Background: an optimization exercise with open tools, aiming at small area, a short achievable clock period and few clock cycles per item. Do not read the settings as production practice. The flow treats the clock pin as an ideal source, which a real chip does not have.

## delayed_event_flag_table_unit
module delayed_event_flag_table_unit (
    input  logic                              i_clk,
    input  logic                              i_rst_n,
    input  logic                              i_cfg_we,
    input  logic [defet_pkg::CFG_IDX_W-1:0]   i_cfg_idx,
    input  logic [defet_pkg::CFG_DATA_W-1:0]  i_cfg_data,
    input  logic                              i_in_valid,
    output logic                              o_in_stall,
    input  logic [1:0]                        i_func,
    input  logic [defet_pkg::ID_W-1:0]        i_event_id,
    input  logic [defet_pkg::TIME_W-1:0]      i_now_time,
    output logic                              o_out_valid,
    input  logic                              i_out_stall,
    output logic                              o_delivered,
    output logic                              o_in_range
);
clock: 7.0 ns
lec_check: 0
cap_margin: 20
core_margin: 2
core_utilization: 55
cts_cluster_diameter: 100
cts_cluster_size: 30
setup_slack_margin: 4.5
slew_margin: 20
standard.sh (not shown) runs the stock make flow with config.mk's settings and CLKGATE_MAP_FILE= SYNTH_SCRIPT=/design/flow/synth_recipe.tcl, a recipe that flattens the netlist after the stock synthesis.
==> flow/flow/run.sh <==
#!/bin/bash
# The standard layout (the standard.sh: ORFS from the standard synthesis to
# the final layout), with two changes:
#  - the port buffers are sky130_fd_sc_hd__buf_2 cells instead of the delay
#    buffers that buffer_ports picks by default;
#  - clock tree synthesis adds no dummy loads (CTS_ARGS replaces ORFS's
#    argument list, so it repeats the clustering settings of config.mk).
# ORFS's own logs stay under orfs/logs; make's output goes to flow.log.
set -euo pipefail
export BUFFER_PORTS_ARGS="-buffer_cell sky130_fd_sc_hd__buf_2"
export CTS_ARGS="-sink_clustering_enable -repair_clock_nets -dont_use_dummy_load -sink_clustering_size 30 -sink_clustering_max_diameter 100"
bash standard.sh > flow.log 2>&1
==> next run, changes <==
--- a/flow/design.v
+++ b/flow/design.v
@@ -25,38 +25,38 @@
         logic [BND_W-1:0]  nodly_start;
     } t_cfg;
     localparam logic [TIME_W-1:0] LONG_DELAY_RST  = TIME_W'(60000);
     localparam logic [TIME_W-1:0] SHORT_DELAY_RST = TIME_W'(10000);
     localparam logic [BND_W-1:0]  SHORT_START_RST = BND_W'(64);
     localparam logic [BND_W-1:0]  NODLY_START_RST = BND_W'(128);
 endpackage
 module defet_sub_time (
-    input  logic [31:0] i_x,
+    input  logic [31:0] i_a,
     input  logic [31:0] i_b,
     output logic [31:0] o_diff
 );
     logic [31:0] g [6];
     logic [31:0] p [6];
     always_comb begin
-        g[0] = ~i_x & ~i_b;
-        p[0] = i_x | ~i_b;
+        g[0] = i_a & ~i_b;
+        p[0] = i_a | ~i_b;
         g[0][0] = p[0][0];   
         for (int l = 0; l < 5; l++) begin
             for (int i = 0; i < 32; i++) begin
                 if (((i >> l) & 1) == 1) begin
                     g[l+1][i] = g[l][i] | (p[l][i] & g[l][((i >> l) << l) - 1]);
                     p[l+1][i] = p[l][i] & p[l][((i >> l) << l) - 1];
                 end else begin
                     g[l+1][i] = g[l][i];
                     p[l+1][i] = p[l][i];
                 end
             end
         end
-        o_diff = i_x ^ {g[5][30:0], 1'b1};
+        o_diff = i_a ^ ~i_b ^ {g[5][30:0], 1'b1};
     end
 endmodule
 module defet_gt_time (
     input  logic [31:0] i_a,
     input  logic [31:0] i_b,
     output logic        o_gt
 );
     logic [31:0] g [6];
@@ -156,17 +156,17 @@
     input  logic [1:0]                        i_func,
     input  logic [defet_pkg::ID_W-1:0]        i_event_id,
     input  logic [defet_pkg::TIME_W-1:0]      i_now_time,
     output logic                              o_out_valid,
     input  logic                              i_out_stall,
     output logic                              o_delivered,
     output logic                              o_in_range
 );
-    localparam int QD  = 4;        
+    localparam int QD  = 8;        
     localparam int CAP = QD + 1;   
     defet_pkg::t_cfg cfg;
     defet_cfg_regs u_cfg (
         .i_clk      (i_clk),
         .i_rst_n    (i_rst_n),
         .i_cfg_we   (i_cfg_we),
         .i_cfg_idx  (i_cfg_idx),
         .i_cfg_data (i_cfg_data),
@@ -185,47 +185,45 @@
         if (!i_rst_n) begin
             r_owed  <= '0;
             r_stall <= 1'b0;
         end else begin
             r_owed  <= n_owed;
             r_stall <= (n_owed >= 4'(CAP));
         end
     end
-    logic              in_range;
     logic              s0_v;
     logic [1:0]        s0_func;
     logic [7:0]        s0_id;
     logic              s0_inr;
-    logic [TIME_W-1:0] s0_x;
+    logic [TIME_W-1:0] s0_now;
     logic [TIME_W-1:0] r_stamp;
-    assign in_range = (i_event_id[15:8] == 8'd0);
     always_ff @(posedge i_clk) begin
         s0_v    <= i_rst_n && acc;
         s0_func <= i_func;
         s0_id   <= i_event_id[7:0];
-        s0_inr  <= in_range;
-        s0_x    <= i_now_time ^ ~r_stamp;
+        s0_inr  <= (i_event_id[15:8] == 8'd0);
+        s0_now  <= i_now_time;
     end
     always_ff @(posedge i_clk) begin
-        if (i_rst_n && acc && in_range && i_func == FUNC_DSET) begin
-            r_stamp <= i_now_time;
+        if (s0_v && s0_inr && s0_func == FUNC_DSET) begin
+            r_stamp <= s0_now;
         end
     end
     logic [TIME_W-1:0] el;
     logic              s1_v;
     logic [1:0]        s1_func;
     logic [7:0]        s1_id;
     logic [15:0]       s1_lo;
     logic              s1_inr;
     logic              s1_bs;
     logic              s1_bn;
     logic [TIME_W-1:0] s1_el;
     defet_sub_time u_el (
-        .i_x    (s0_x),
+        .i_a    (s0_now),
         .i_b    (r_stamp),
         .o_diff (el)
     );
     always_ff @(posedge i_clk) begin
         s1_v    <= i_rst_n && s0_v;
         s1_func <= s0_func;
         s1_id   <= s0_id;
         for (int l = 0; l < 16; l++) begin
@@ -321,54 +319,48 @@
         s2_bn   <= s1_bn;
         s2_ok   <= ok;
         s2_tbp  <= tb_p;
         s2_tbh  <= tb_h;
         s2_fwd  <= s2_clr || (s2_hit && s1_id == s2_id);
         s2_fwp  <= wr_p;
         s2_fwh  <= wr_h;
     end
-    logic [1:0] res;
     logic [1:0] q_mem [QD];
-    logic [2:0] q_wr;
-    logic [2:0] q_rd;
+    logic [3:0] q_wr;
+    logic [3:0] q_rd;
     logic       q_empty;
-    logic       out_free;
-    logic       bypass;
     logic       r_del;
     logic       r_inr;
-    assign res      = {s2_hit && s2_func == FUNC_GET && ready, s2_inr};
-    assign q_empty  = (q_wr == q_rd);
-    assign out_free = !r_ov || !i_out_stall;
-    assign bypass   = s2_v && q_empty && out_free;
+    assign q_empty = (q_wr == q_rd);
     always_ff @(posedge i_clk) begin
-        if (s2_v && !bypass) begin
-            q_mem[q_wr[1:0]] <= res;
+        if (s2_v) begin
+            q_mem[q_wr[2:0]] <= {s2_hit && s2_func == FUNC_GET && ready, s2_inr};
         end
     end
     always_ff @(posedge i_clk) begin
         if (!i_rst_n) begin
             {r_del, r_inr} <= '0;
-        end else if (out_free) begin
-            {r_del, r_inr} <= q_empty ? res : q_mem[q_rd[1:0]];
+        end else if (!r_ov || !i_out_stall) begin
+            {r_del, r_inr} <= q_mem[q_rd[2:0]];
         end
     end
     always_ff @(posedge i_clk) begin
         if (!i_rst_n) begin
             q_wr <= '0;
             q_rd <= '0;
             r_ov <= 1'b0;
         end else begin
-            if (s2_v && !bypass) begin
-                q_wr <= q_wr + 3'd1;
+            if (s2_v) begin
+                q_wr <= q_wr + 4'd1;
             end
-            if (out_free) begin
-                r_ov <= !q_empty || s2_v;
+            if (!r_ov || !i_out_stall) begin
+                r_ov <= !q_empty;
                 if (!q_empty) begin
-                    q_rd <= q_rd + 3'd1;
+                    q_rd <= q_rd + 4'd1;
                 end
             end
         end
     end
     assign o_in_stall  = r_stall;
     assign o_out_valid = r_ov;
     assign o_delivered = r_del;
     assign o_in_range  = r_inr;
Via count came out higher by 2.8%.
Die area increases by 2.9%.
First-iteration DRC count is lower by 6.4%.
Cell count climbs by 5.3%.
Hold slack gains 0.0054 ns.
Global-route usage increases by 0.37 points.
Flip-flop and latch count goes up by 8.
Routed wire length went up by 2.9%.
Fmax goes down by 0.70%.
No functional check of the RTL was part of any run of this note.

afterwards: timing with drivers on the ports:
The flow's constraints put no driver on any port. The routed layouts listed below were extracted and timed again, unchanged, in two steps. Step 1 (the two cells are an assumption about what drives the block):
set clk [get_ports {i_clk}]
set_driving_cell -lib_cell sky130_fd_sc_hd__clkbuf_16 $clk
set_driving_cell -lib_cell sky130_fd_sc_hd__buf_2 [delete_from_list [all_inputs] $clk]
Step 2 times the ports against the registers' clock, not the clock port: input delays grow and output delays shrink by t, the midpoint of the rising clock arrivals with the driver on. Slacks: ideal ports / drivers / drivers and shift; pairs: ideal ports / drivers.
run | t (ns) | slack for setup (ns) | worst setup path at the end | clock arrival spread, ns | worst slew at a driven data input, ns
the first run | 0.674 | 4.467 / 4.440 / 3.970 | input to register | 0.032 / 0.033 | 0.07
the second run | 0.673 | 4.449 / 4.449 / 3.963 | input to register | 0.035 / 0.035 | 0.04
After both steps every run listed still meets setup and hold. For the first run, which loses most, drivers alone change the setup slack by -0.027 ns; drivers and shift together by -0.497 ns.
